This is an optimization exercise on Yosys and OpenROAD, whose aim is small area, a short achievable clock period and few clock cycles per item, not a production implementation.
In this exercise RTL edits were held to simulation tests only and were not proved equivalent to the original.

==> run a: inputs <==
// murmur2_hash_bucket_select
module murmur2_hash_bucket_select (
  input  logic        clk,
  input  logic        rst_n,
  input  logic        in_valid,
  output logic        in_stall,
  input  logic [31:0] in_data_word,
  input  logic [2:0]  in_valid_bytes,
  input  logic        in_last_word,
  input  logic [7:0]  in_key_length,
  output logic        out_valid,
  input  logic        out_stall,
  output logic [3:0]  out_bucket,
  output logic [31:0] out_hash_value,
  input  logic        cfg_valid,
  output logic        cfg_ready,
  input  logic        cfg_index,
  input  logic [31:0] cfg_data
);
export LEC_CHECK = 0
export CAP_MARGIN = 20
export CORE_MARGIN = 2
export CORE_UTILIZATION = 60
export SETUP_SLACK_MARGIN = 3.25
export SLEW_MARGIN = 20
export SYNTH_HIERARCHICAL = 1
export SYNTH_MINIMUM_KEEP_SIZE = 0
create_clock -name core_clock -period 9.0 [get_ports {clk}]
run.sh (not shown) runs the stock make flow with config.mk's settings and CLKGATE_MAP_FILE= SYNTH_SCRIPT=/design/flow/synth_recipe.tcl, a recipe that flattens the netlist after the stock synthesis.
==> run b: changes against run a <==
--- a/flow/design.v
+++ b/flow/design.v
@@ -80,23 +80,26 @@
 );
   logic [31:0] seed_r;
   logic [3:0]  sm1_r;        
   logic        adv;
   logic        in_acc;
   logic        in_key_r;     
-  logic        v0, blk0, tl0, last0, first0;
+  logic        seen_r;       
+  logic [7:0]  klen_r;       
+  logic        v0, blk0, tl0, last0, init0, zk0;
   logic [31:0] w0;
   logic [7:0]  len0;
-  logic        v1, blk1, tl1, last1, first1;
+  logic        v1, blk1, tl1, last1, init1, zk1;
   logic [31:0] k1_r;
   logic [7:0]  len1;
-  logic        v2, blk2, tl2, last2;
+  logic        v2, blk2, tl2, last2, init2, zk2;
   logic [31:0] k2_r;
+  logic [7:0]  len2;
   logic [31:0] h_r;
-  logic        fv;
-  logic [31:0] hf_r;
+  logic        fv, fzk;
+  logic [7:0]  flen;
   logic        gv;
   logic [31:0] g_r;
   logic        mv;
   logic [31:0] o_r;
   logic [5:0]  n15_r;
   logic [7:0]  u63_r;
@@ -109,39 +112,49 @@
   assign in_stall  = !adv;
   assign in_acc    = in_valid && adv;
   assign cfg_ready = 1'b1;
   assign out_valid      = out_valid_r;
   assign out_bucket     = out_bucket_r;
   assign out_hash_value = out_hash_r;
-  logic        i_ne, i_blk;
+  logic        i_first, i_ne, i_seen, i_blk;
+  logic [7:0]  i_len;
   logic [31:0] i_w;
   always_comb begin
+    i_first = !in_key_r;
+    i_len   = i_first ? in_key_length : klen_r;
     i_ne    = (in_valid_bytes != 3'd0);
     i_blk   = in_valid_bytes[2];
+    i_seen  = !i_first && seen_r;
     i_w[7:0]   = in_data_word[7:0];
     i_w[15:8]  = in_data_word[15:8]  & {8{i_blk | in_valid_bytes[1]}};
     i_w[23:16] = in_data_word[23:16] & {8{i_blk | (in_valid_bytes[1:0] == 2'd3)}};
     i_w[31:24] = in_data_word[31:24] & {8{i_blk}};
   end
   always_ff @(posedge clk) begin
     if (!rst_n) begin
       in_key_r <= 1'b0;
+      seen_r   <= 1'b0;
       v0       <= 1'b0;
     end else if (adv) begin
       v0 <= in_valid;
-      if (in_valid) in_key_r <= !in_last_word;
+      if (in_valid) begin
+        in_key_r <= !in_last_word;
+        seen_r   <= (i_seen || i_ne) && !in_last_word;
+      end
     end
   end
   always_ff @(posedge clk) begin
     if (adv) begin
-      w0     <= i_w;
-      blk0   <= i_blk;
-      tl0    <= i_ne && !i_blk;
-      last0  <= in_last_word;
-      first0 <= !in_key_r;
-      len0   <= in_key_length;
+      if (in_valid && i_first) klen_r <= in_key_length;
+      w0    <= i_w;
+      blk0  <= i_blk;
+      tl0   <= i_ne && !i_blk;
+      last0 <= in_last_word;
+      init0 <= i_ne && !i_seen;
+      zk0   <= !i_ne && in_last_word && !i_seen;
+      len0  <= i_len;
     end
   end
   logic [31:0] k1_m, k1_x, k2_m;
   assign k1_x = {k1_r[31:8], k1_r[7:0] ^ k1_r[31:24]};
   mhbs_mulm u_mul_k1 (.x(w0),   .y(k1_m));
   mhbs_mulm u_mul_k2 (.x(k1_x), .y(k2_m));
@@ -156,44 +169,50 @@
   end
   always_ff @(posedge clk) begin
     if (adv) begin
       k1_r  <= blk0 ? k1_m : w0;
       blk1  <= blk0;
       tl1   <= tl0;
-      last1  <= last0;
-      first1 <= first0;
-      len1   <= len0;
+      last1 <= last0;
+      init1 <= init0;
+      zk1   <= zk0;
+      len1  <= len0;
       k2_r  <= blk1 ? k2_m : k1_r;
       blk2  <= blk1;
       tl2   <= tl1;
       last2 <= last1;
+      init2 <= init1;
+      zk2   <= zk1;
+      len2  <= len1;
     end
   end
-  logic [31:0] h_a, h_p, h_n;
-  logic        prep, ne2;
-  assign prep = v1 && first1;
-  assign ne2  = blk2 || tl2;
-  assign h_a  = h_r ^ (k2_r & {32{tl2}});
+  logic [31:0] sl2, h_in, h_a, h_p, h_n;
+  assign sl2  = seed_r ^ {24'b0, len2};
+  assign h_in = init2 ? sl2 : h_r;
+  assign h_a  = h_in ^ (k2_r & {32{tl2}});
   mhbs_mulm u_mul_h (.x(h_a), .y(h_p));
   assign h_n  = h_p ^ (k2_r & {32{blk2}});
   always_ff @(posedge clk) begin
-    if (adv) begin
-      if (prep)           h_r <= seed_r ^ {24'b0, len1};
-      else if (v2 && ne2) h_r <= h_n;
-      if (v2 && last2)    hf_r <= ne2 ? h_n : h_r;
-    end
+    if (adv && v2 && (blk2 || tl2)) h_r <= h_n;
   end
   always_ff @(posedge clk) begin
     if (!rst_n) begin
       fv <= 1'b0;
     end else if (adv) begin
       fv <= v2 && last2;
     end
   end
-  logic [31:0] f_x, f_g;
-  assign f_x = hf_r ^ (hf_r >> 13);
+  always_ff @(posedge clk) begin
+    if (adv) begin
+      fzk  <= zk2;
+      flen <= len2;
+    end
+  end
+  logic [31:0] f_h, f_x, f_g;
+  assign f_h = fzk ? (seed_r ^ {24'b0, flen}) : h_r;
+  assign f_x = f_h ^ (f_h >> 13);
   mhbs_mulm u_mul_f (.x(f_x), .y(f_g));
   always_ff @(posedge clk) begin
     if (!rst_n) begin
       gv          <= 1'b0;
       mv          <= 1'b0;
       out_valid_r <= 1'b0;
Settings changed: SETUP_SLACK_MARGIN 3.25 to 2.75.
==> notes <==
- Between run a and run b, the lower design area is in run b (gap about 5%, measured against run b).
- Of run b and run a, run a has the higher via count (gap 3.4%, measured against run a).
- Against run a, the synthesized area of run b is lower by about 0.9%.
- Of run b and run a, run a has the higher core utilization (gap 2.4 points).
- Wire length: run b is smaller than run a (4.5%).
- Clock skew: run b is lower than run a (17 ps).
- Between run a and run b, the lower hold slack is in run b (gap 7.9 ps).
==> figures <==
metric	run b	run a
Status	finished clean	finished clean
Sequential element share of the synthesized area	26.29%	26.24%
Data arrival time of the worst path	6410 ps	6120 ps
R2r endpoint	h_r[31]	hf_r[28]
Multi-input gate area	0.02775 mm2	0.02883 mm2
Taps Inserted	855	864
Avg WL per Cell	23.36 um	23.63 um
Number of nets in the layout	4530	4678
Global routing usage on met3	4.853%	5.963%
Post-Place Setup Slack	1804 ps	2520 ps
Area share of buffers outside the clock network	5.247%	7.426%
Reg2Reg Depth	14	20
Total of clock buffers placed in the layout	50	52
Hold EP	len2[6]	out_hash_r[15]
Overall routed net length	104100 um	109000 um
Register-to-register path setup slack	2930 ps	3150 ps
Testbench counts of run a, summed over its fixed seeds: cycles 19,770, keys 3,000.
Testbench counts of run b, summed over its fixed seeds: cycles 19,770, keys 3,000.

* * *

==> job 3318: inputs <==
murmur2_hash_bucket_select, a different RTL version from the one above (not shown whole).
clock: 9.0 ns
lec_check: 0
cap_margin: 20
core_margin: 2
core_utilization: 70
place_density: 0.72
setup_slack_margin: 3.1
slew_margin: 20
synth_hierarchical: 1
synth_minimum_keep_size: 0
==> job 5969: changes against job 3318 <==
--- a/flow/design.v
+++ b/flow/design.v
@@ -87,15 +87,15 @@
   logic [31:0] w0;
   logic [7:0]  len0;
   logic        v1, blk1, tl1, last1, first1;
   logic [31:0] k1_r;
   logic [7:0]  len1;
   logic        v2, blk2, tl2, last2;
   logic [31:0] km2_r;        
-  logic [23:0] tm2_r;        
+  logic [31:0] tm2_r;        
   logic [31:0] h_r;
   logic        fv;
   logic [31:0] hf_r;
   logic        gv;
   logic [31:0] g_r;
   logic        mv;
   logic [31:0] o_r;
@@ -160,25 +160,25 @@
       k1_r  <= blk0 ? k1_m : w0;
       blk1  <= blk0;
       tl1   <= tl0;
       last1  <= last0;
       first1 <= first0;
       len1   <= len0;
       km2_r <= blk1 ? k2_m : 32'd0;
-      tm2_r <= tl1  ? k1_r[23:0] : 24'd0;
+      tm2_r <= tl1  ? k1_r : 32'd0;
       blk2  <= blk1;
       tl2   <= tl1;
       last2 <= last1;
     end
   end
   logic [31:0] h_a, h_p, h_n;
   logic        prep, ne2;
   assign prep = v1 && first1;
   assign ne2  = blk2 || tl2;
-  assign h_a  = h_r ^ {8'd0, tm2_r};
+  assign h_a  = h_r ^ tm2_r;
   mhbs_mulm u_mul_h (.x(h_a), .y(h_p));
   assign h_n  = h_p ^ km2_r;
   always_ff @(posedge clk) begin
     if (adv) begin
       if (prep)           h_r <= seed_r ^ {24'b0, len1};
       else if (v2 && ne2) h_r <= h_n;
       if (v2 && last2)    hf_r <= ne2 ? h_n : h_r;
==> flow/config.mk (replaced) <==
export PLATFORM = sky130hd
export DESIGN_NAME = murmur2_hash_bucket_select
export DESIGN_NICKNAME = murmur2_hash_bucket_select
export VERILOG_FILES = /design/flow/design.v
export SDC_FILE = /design/flow/constraint.sdc
export NUM_CORES = 4
export LEC_CHECK = 0
export CAP_MARGIN = 20
export CORE_MARGIN = 2
export CORE_UTILIZATION = 60
export SETUP_SLACK_MARGIN = 3
export SLEW_MARGIN = 20
export SYNTH_HIERARCHICAL = 1
export SYNTH_MINIMUM_KEEP_SIZE = 0
==> job 9084: changes against job 3318 <==
==> flow/config.mk (replaced) <==
export PLATFORM = sky130hd
export DESIGN_NAME = murmur2_hash_bucket_select
export DESIGN_NICKNAME = murmur2_hash_bucket_select
export VERILOG_FILES = /design/flow/design.v
export SDC_FILE = /design/flow/constraint.sdc
export NUM_CORES = 4
export LEC_CHECK = 0
export CAP_MARGIN = 20
export CORE_MARGIN = 2
export CORE_UTILIZATION = 60
export PLACE_DENSITY = 0.6
export SETUP_SLACK_MARGIN = 3.35
export SLEW_MARGIN = 20
export SYNTH_HIERARCHICAL = 1
export SYNTH_MINIMUM_KEEP_SIZE = 0
==> job 3427: changes against job 3318 <==
--- a/flow/design.v
+++ b/flow/design.v
@@ -87,15 +87,15 @@
   logic [31:0] w0;
   logic [7:0]  len0;
   logic        v1, blk1, tl1, last1, first1;
   logic [31:0] k1_r;
   logic [7:0]  len1;
   logic        v2, blk2, tl2, last2;
   logic [31:0] km2_r;        
-  logic [23:0] tm2_r;        
+  logic [31:0] tm2_r;        
   logic [31:0] h_r;
   logic        fv;
   logic [31:0] hf_r;
   logic        gv;
   logic [31:0] g_r;
   logic        mv;
   logic [31:0] o_r;
@@ -160,25 +160,25 @@
       k1_r  <= blk0 ? k1_m : w0;
       blk1  <= blk0;
       tl1   <= tl0;
       last1  <= last0;
       first1 <= first0;
       len1   <= len0;
       km2_r <= blk1 ? k2_m : 32'd0;
-      tm2_r <= tl1  ? k1_r[23:0] : 24'd0;
+      tm2_r <= tl1  ? k1_r : 32'd0;
       blk2  <= blk1;
       tl2   <= tl1;
       last2 <= last1;
     end
   end
   logic [31:0] h_a, h_p, h_n;
   logic        prep, ne2;
   assign prep = v1 && first1;
   assign ne2  = blk2 || tl2;
-  assign h_a  = h_r ^ {8'd0, tm2_r};
+  assign h_a  = h_r ^ tm2_r;
   mhbs_mulm u_mul_h (.x(h_a), .y(h_p));
   assign h_n  = h_p ^ km2_r;
   always_ff @(posedge clk) begin
     if (adv) begin
       if (prep)           h_r <= seed_r ^ {24'b0, len1};
       else if (v2 && ne2) h_r <= h_n;
       if (v2 && last2)    hf_r <= ne2 ? h_n : h_r;
==> flow/config.mk (replaced) <==
export PLATFORM = sky130hd
export DESIGN_NAME = murmur2_hash_bucket_select
export DESIGN_NICKNAME = murmur2_hash_bucket_select
export VERILOG_FILES = /design/flow/design.v
export SDC_FILE = /design/flow/constraint.sdc
export NUM_CORES = 4
export LEC_CHECK = 0
export CAP_MARGIN = 20
export CORE_MARGIN = 2
export CORE_UTILIZATION = 60
export SETUP_SLACK_MARGIN = 3.4
export SLEW_MARGIN = 20
export SYNTH_HIERARCHICAL = 1
export SYNTH_MINIMUM_KEEP_SIZE = 0
==> qor summary <==
item	job 5969	job 9084	job 3427	job 3318
Wire length the detailed router placed on met1	41100 µm	42900 µm	42500 µm	39000 µm
#MultiIn Comb	2527	2536	2528	2537
Number of antenna violations at the first check in global routing	2	2	0	1
Xor and xnor area share after synthesis	8.04%	7.89%	8.04%	7.89%
Synthesis-stage register bit count	392	384	392	384
Maximum number of pins on one net before global-route repair	81	87	71	76
Count of routing violations after the opening detailed-route iteration	2104	2152	2376	2253
Overall routing resource usage	31.1%	31.4%	31.6%	36.0%
Y dimension of the die	261 µm	261 µm	261 µm	242 µm
Final standard cell utilization of the core	67.0%	69.1%	69.6%	78.2%
Status	timing/DRC/antenna clean	timing/DRC/antenna clean	timing/DRC/antenna clean	timing/DRC/antenna clean
Signal buffers share of area	3.95%	6.35%	6.80%	4.15%
Combined flip-flop and latch cell area	11300 µm²	11100 µm²	11300 µm²	11100 µm²
Reg2reg path depth	15	17	13	19
Worst setup slack before clock tree synthesis	2660 ps	2750 ps	2950 ps	2750 ps
Slowest cell on crit path	sky130_fd_sc_hd__edfxtp_1	sky130_fd_sc_hd__fa_1	sky130_fd_sc_hd__edfxtp_1	sky130_fd_sc_hd__fa_2
Number of signal-net inverters in the final layout	334	325	334	325
Flip-flop and latch count	392	384	392	384
Final HPWL DP	80900 µm	80600 µm	81800 µm	79300 µm
Endpoint of the most critical register-to-register path	k1_r[31]$_DFFE_PN_	km2_r[31]$_SDFFCE_PN0N_	km2_r[25]$_SDFFCE_PN0N_	out_bucket_r[1]$_DFFE_PN_
Worst flop-to-flop path startpoint	w0[0]$_DFFE_PN_	k1_r[28]$_DFFE_PN_	k1_r[16]$_DFFE_PN_	u63_r[0]$_DFFE_PN_
Via count of the first global-routing pass	28200	28100	28300	28900
Minimum clock period	5790 ps	5530 ps	5570 ps	5760 ps
Area share of the largest cell type after synthesis	32.0%	32.1%	32.0%	32.1%
Testbench counts of job 3318, summed over its fixed seeds: cycles 19,770, keys 3,000.
Testbench counts of job 5969, summed over its fixed seeds: cycles 19,770, keys 3,000.
Testbench counts of job 9084, summed over its fixed seeds: cycles 19,770, keys 3,000.
Testbench counts of job 3427, summed over its fixed seeds: cycles 19,770, keys 3,000.

[separate check: timing with driven ports]
No port has a modelled driver above. Below, the same layouts with a new extraction and two added sets of constraints. Step 1, drivers: a clkbuf_16 drives clk and a buf_2 each remaining input, both assumed. Step 2 times the ports against the registers' clock, not the clock port: input delays grow and output delays shrink by t, the midpoint of the rising clock arrivals with the driver on. a / b / c = ideal ports / drivers / drivers and shift; a / b = the first two.
run	shift t [ns]	setup WS [ns]	worst setup path at the end	slew at the worst register clock pin (ns)
run a	0.655	3.149 / 3.149 / 3.149	register to register	0.07 / 0.07
run b	0.647	2.925 / 2.925 / 2.925	register to register	0.07 / 0.07
job 3318	0.650	3.243 / 3.243 / 3.243	register to register	0.07 / 0.07
job 5969	0.663	3.213 / 3.207 / 3.207	input to output	0.07 / 0.07
job 9084	0.655	3.471 / 3.471 / 3.471	register to register	0.07 / 0.07
job 3427	0.659	3.427 / 3.427 / 3.427	register to register	0.07 / 0.07
After both steps every run listed still meets setup and hold. For job 5969, which loses most, drivers alone change the setup slack by -0.006 ns; drivers and shift together by -0.006 ns.
